Context: an optimization exercise on an open-source flow, tuned for small area, a short achievable clock period and few clock cycles per item. The choices shown serve that exercise and are no tape-out recipe.
Function was checked by simulation only, so behaviour that the tests miss may differ from the original.

==> flow/design.v (outline; a module is shown in full before it is edited, if it fits) <==
// module mxu_tree: 1177 lines
// module gemv_top: 230 lines
module gemv_top (
    input  logic                      clk,
    input  logic                      rst_n,
    input  logic                      host_wr,
    input  logic                      host_rd,
    input  layerio_mem_pkg::addr_t    host_addr,
    input  layerio_mem_pkg::word_t    host_wdata,
    output logic                      host_ready,
    output layerio_mem_pkg::word_t    host_rdata,
    output logic                      host_rvalid,
    input  logic                      start,
    input  layerio_mem_pkg::addr_t    a_addr,
    input  layerio_mem_pkg::addr_t    w_addr,
    input  layerio_mem_pkg::addr_t    q_addr,
    input  gemv_arith_pkg::tiles_m1_t n_tiles_m1,
    input  gemv_arith_pkg::shift_t    shift,
    input  logic                      relu,
    output logic                      busy,
    output logic                      done
);
  // ...
==> flow/run.sh <==
#!/bin/bash
# synth_recipe.tcl (not shown) runs the flow's synth.tcl, then flattens the netlist and writes it again
# the make line also repeats each setting of config.mk as NAME=value (left out here)
make -C /OpenROAD-flow-scripts/flow DESIGN_CONFIG=/design/flow/config.mk WORK_HOME=/design/flow/orfs CLKGATE_MAP_FILE= SYNTH_SCRIPT=/design/flow/synth_recipe.tcl finish
==> flow/config.mk <==
export PLATFORM = sky130hd
export DESIGN_NAME = gemv_top
export DESIGN_NICKNAME = gemv_top
export VERILOG_FILES = /design/flow/design.v
export SDC_FILE = /design/flow/constraint.sdc
export NUM_CORES = 4
export LEC_CHECK = 0
export CAP_MARGIN = 40
export CORE_MARGIN = 2
export CORE_UTILIZATION = 35
export PLACE_DENSITY = 0.48
export SLEW_MARGIN = 20
==> flow/constraint.sdc <==
create_clock -name core_clock -period 9.0 [get_ports {clk}]
set_input_delay 1.8000 -clock core_clock [delete_from_list [all_inputs] [get_ports {clk}]]
set_output_delay 1.8000 -clock core_clock [all_outputs]
set_load 0.01 [all_outputs]
==> results by group, run 1 <==
Setup path
  • CP max-delay cell: mux2_2
  • FF-to-FF path depth: 18
  • CP max stage delay: 760 ps
  • Critical path arrival: roughly 8500 ps
  • R2R Path Start: acc_s[6][14]
  • Worst Setup EP: mem[52][20]
  • Cells along the critical path: fa_1 -> fa_1 -> ha_1 -> a21oi_1 -> o211ai_1 -> a221o_1 -> nor3_1 -> nor2_1 -> xnor2_1 -> a2111o_1 -> o31ai_2 -> buf_4 -> o31a_1 -> nand2_1 -> a32oi_4 -> buf_4 -> mux2_2 -> buf_4

Run status
  • SO Faults: antenna rules
  • Status: failed layout checks

Final layout
  • Inverters: 2759
  • Largest reg by FF count: mem
  • Fill count: about 56000
  • Bufs w/o clock: between 700 and 800
  • Layout Cells excl Fill: 26900
  • Sequential cell area share: 39.2%
  • Clock-cell share: 5.27%
  • Ant. Diodes: 90

Synthesis
  • Mux cell area share after synthesis: ~2.3%
  • Post-synthesis area per instance: about 11 um2
  • Synth area leaders: edfxtp_1 36%, fa_1 22%, dfxtp_1 8.6%
  • Top FF cell, synth: edfxtp_1
  • Synth warn: 29
  • Post-synth top cells: 3509 x nand2_1, 2758 x inv_1, 2376 x edfxtp_1

Placed design
  • Placement Setup Slack: roughly 1200 ps
  • Post-DP HPWL: roughly 530000 um
  • Port bufs: around 110

STA
  • Final clock skew: 83.9 ps
  • Setup TNS: 0 ps
  • Tcrit/Tclk final: between 80% and 90%
  • Post-route setup slack: ~1200 ps

Routing
  • Antenna-violating nets left: 1
  • Vias/cell: just over 5

CTS
  • CTS Buf Count: approximately 370
  • Cts repair resizes: 0
  • H-tree level count: 5

Floorplanning
  • Die Ht: ~760 um
  • # Taps: between 7000 and 8000

Global route
  • Initial antenna violation count: between 90 and 100
  • Global route overflow: 0
Testbench counts, summed over its fixed seeds: cycles 603, jobs 128.
==> inputs of run 2 (changes only) <==
==> flow/flow/run.sh (new file) <==
#!/bin/bash
# The standard layout, with more post-route antenna repair rounds
# (ORFS's default is 5). The full output goes to layout.log.
set -euo pipefail
cd "$(dirname "$0")/.."
export MAX_REPAIR_ANTENNAS_ITER_DRT=12
export MAX_REPAIR_ANTENNAS_ITER_GRT=10
bash standard.sh > layout.log 2>&1
==> flow/standard.sh (new file) <==
#!/bin/bash
# synth_recipe.tcl (not shown) runs the flow's synth.tcl, then flattens the netlist and writes it again
# the make line also repeats each setting of config.mk as NAME=value (left out here)
make -C /OpenROAD-flow-scripts/flow DESIGN_CONFIG=/design/flow/config.mk WORK_HOME=/design/flow/orfs CLKGATE_MAP_FILE= SYNTH_SCRIPT=/design/flow/synth_recipe.tcl "${@:-finish}"
removed: flow/run.sh
==> results by group, run 2 <==
Run status
  • Status: timing/DRC/antenna clean

STA
  • Unrepaired setup endpoints after global routing: no
  • Final hold vios: 0
  • Tcrit/Tclk final: 86.7% (about the same)
  • Max transition margin: about a third
  • # setup viols final: 0
  • Min Tclk post-route: 7800 ps
  • Achievable Freq: about 130 MHz
  • Fin. max-slew vios: 0
  • Final clock skew: 83.9 ps (-0.0613 ps)
  • Setup TNS: 0 ps (unchanged)
  • Least-Margin Pin Slew: a little over 1000 ps

Final layout
  • Final design utilization: 39.9%
  • Commonest non-fill, non-tap cell in the layout: nand2_1
  • Max reg flops: ~2000
  • Fill count: 55500 (-0.0054%)
  • Multi-input gate area in the final layout: a little under 100000 um2
  • Commonest cells after routing, fill and taps aside: 3509 x nand2_1, 2754 x inv_1, 2376 x edfxtp_1
  • Final Instance Area: about 230000 um2
  • Storage element area: around 89000 um2
  • Layout cells sized above 1: under 10%
  • Syn-to-layout area delta: 13.8%
  • Nets: between 20000 and 25000
  • Largest reg by FF count: mem

Routing
  • Drt first pass iters: 6
  • Vias/cell: 5.06 (about the same)
  • Antenna-violating nets left: 0 (-1)
  • Via Count: ~140k
  • Initial drt markers: 14100
  • DRC: 0
  • DR WL/cell: around 27 um
  • DRT Wirelength: about 730000 um

Synthesis
  • Ys async rst share: 0.401%
  • Top FF cell, synth: edfxtp_1
  • Sequential share of the synthesized area: 44.5%
  • Synth area leaders: edfxtp_1 36%, fa_1 22%, dfxtp_1 8.6%
  • Post-Syn Area: between 150000 and 200000 um2
  • Post-synthesis register bit count: between 3000 and 4000
  • Synth top area share: between 30 and 40%
  • Post-synthesis area per instance: 10.7 um2 (unchanged)
  • Post-synth top cells: 3509 x nand2_1, 2758 x inv_1, 2376 x edfxtp_1
  • Top-count cell post-synth: nand2_1
  • Post-synth EDFFs: 2376
  • Synth warn: 29 (unchanged)
  • Post-synthesis cell type count: just over 100
  • Post-Syn Nets: roughly 21000
  • Mapped Cells: between 15000 and 20000
  • Cell taking the most area after synthesis: edfxtp_1

Setup path
  • CP max-delay cell: mux2_2
  • Critical path launch point type: flop
  • Cells along the critical path: fa_1 -> fa_1 -> ha_1 -> a21oi_1 -> o211ai_1 -> a221o_1 -> nor3_1 -> nor2_1 -> xnor2_1 -> a2111o_1 -> o31ai_2 -> buf_4 -> o31a_1 -> nand2_1 -> a32oi_4 -> buf_4 -> mux2_2 -> buf_4
  • CP max stage delay: 760 ps (about the same)
  • Critical path arrival: 8510 ps (about the same)
  • Top Family by Delay on Critical Path: compound AO/OA/AOI/OAI gates
  • Cell mode on critical path: buf_4
  • Worst path bufs/invs: 3
  • Crit-path max FO: 30
  • Crit. End Element: flop
  • WP data required: 9700 ps
  • Setup CP Type: reg -> reg

Global route
  • Largest net degree at the start of global routing: approximately 140
  • GRT Total Usage: between 20% and 30%
  • Vias in the first global route: 133000
  • Global route overflow: 0 (unchanged)
  • Initial antenna violation count: 99 (unchanged)
  • Global-route wire length before repair: approximately 1000000 um

Placed design
  • Port bufs: 105 (unchanged)
  • DP Area: around 210000 um2
  • GP Congestion: around 0.9
  • Post-DP HPWL: 532000 um (unchanged)

CTS
  • CTS Buf Count: 372 (unchanged)
  • CTS max path bufs: 4
  • Worst-skew pair later-pin latency: between 1000 and 1500 ps
  • Clock sinks: 3245
  • Total setup buffers inserted after CTS: 0
  • Clock transition at the registers of the reported paths: ~60 ps
  • Cts repair resizes: 0 (unchanged)
  • CTS tree: built
  • CTS root buffer: clkbuf_16
  • H-tree level count: 5 (unchanged)
  • Cts-stage hold buffer count: 0

Floorplanning
  • Die width: roughly 760 um
  • Core Region: roughly 570000 um2
  • Std-Cell Rows: 277
  • Initial core utilization: 35.1%
  • Ports: 114
  • Die Ht: 759 um (unchanged)
  • Die Area: roughly 580000 um2

Min path
  • Worst Hold Class: reg -> reg

Run
  • Max-Cap Viols: 0
[run 2: path summary, 6_finish.rpt]
path                              start           to  slack [ps]  depth (start not counted)
min reg2reg                      busy_q     hready_q         460                          1
min                              busy_q     hready_q         460                          1
max                        acc_s[6][14]  mem[52][20]        1200                         18
max in group asynchronous         rst_n    mac_first        7290                          1
min in group asynchronous         rst_n       rs_act        1220                          1
max reg2reg                acc_s[6][14]  mem[52][20]        1200                         18
[run 2: kinds of logic (layout without fill, tap and decap cells)]
| logic type | Yosys count | in the layout | share of synthesized area, % |
|---|---|---|---|
| and+or+nand+nor | 7506 | 7506 | 17.7 |
| buffers and inverters | 3485 | 4185 | 6.58 |
| DFF | 3245 | 3245 | 44.5 |
| adders and majority gates | 2524 | 2524 | 24.1 |
| AOI/OAI and AO/OA | 1291 | 1291 | 3.91 |
| muxes | 344 | 344 | 2.29 |
| xor gates and xnor gates | 179 | 179 | 0.879 |
| other | 0 | 99 | 0 |
[run 2: layout make-up]
cell class                 instances  area share, %
clock buffer                     483           4.40
antenna                           99          0.109
sequential                      3245           39.2
tap                             7533           4.16
inverter                        2759           4.57
clock inverter                   183          0.864
multi-input combinational      11800           43.5
timing repair buffer             760           3.26
[run 2: per-stage QoR]
step	setup WS [ps]	hold slack [ps]	cells
global placement	1150	437	25900
CTS	1180	463	26800
floorplan	670	352	18600
finish	1200	460	26900
detailed placement	1200	450	26100
global route	983	485	26800
[run 2: routing by layer]
layer | vias up | global-route usage, % | share of wire, %
li1 | 60500 | - | -
met1 | 69800 | 35.7 | 44
met2 | 5001 | 35.9 | 42
met3 | 963 | 7.40 | 9.7
met4 | 40 | 8.95 | 4.1
met5 | - | 0 | 0.037

-- static timing again, ports no longer ideal --
In the flow no input, the clock included, has a driving cell. The finished layouts below were timed again as built, in two steps. Step 1 (the two cells are an assumption about what drives the block):
set clk [get_ports {clk}]
set_driving_cell -lib_cell sky130_fd_sc_hd__clkbuf_16 $clk
set_driving_cell -lib_cell sky130_fd_sc_hd__buf_2 [delete_from_list [all_inputs] $clk]
Step 2 times the ports against the registers' clock, not the clock port: input delays grow and output delays shrink by t, the midpoint of the rising clock arrivals with the driver on. Slacks: ideal ports / drivers / drivers and shift; pairs: ideal ports / drivers.
run | t, ns | setup WS [ns] | worst setup path at the end | slew at the worst register clock pin (ns)
run 1 | 1.115 | 1.195 / 1.195 / 1.195 | register to register | 0.07 / 0.07
run 2 | 1.115 | 1.195 / 1.195 / 1.195 | register to register | 0.07 / 0.07
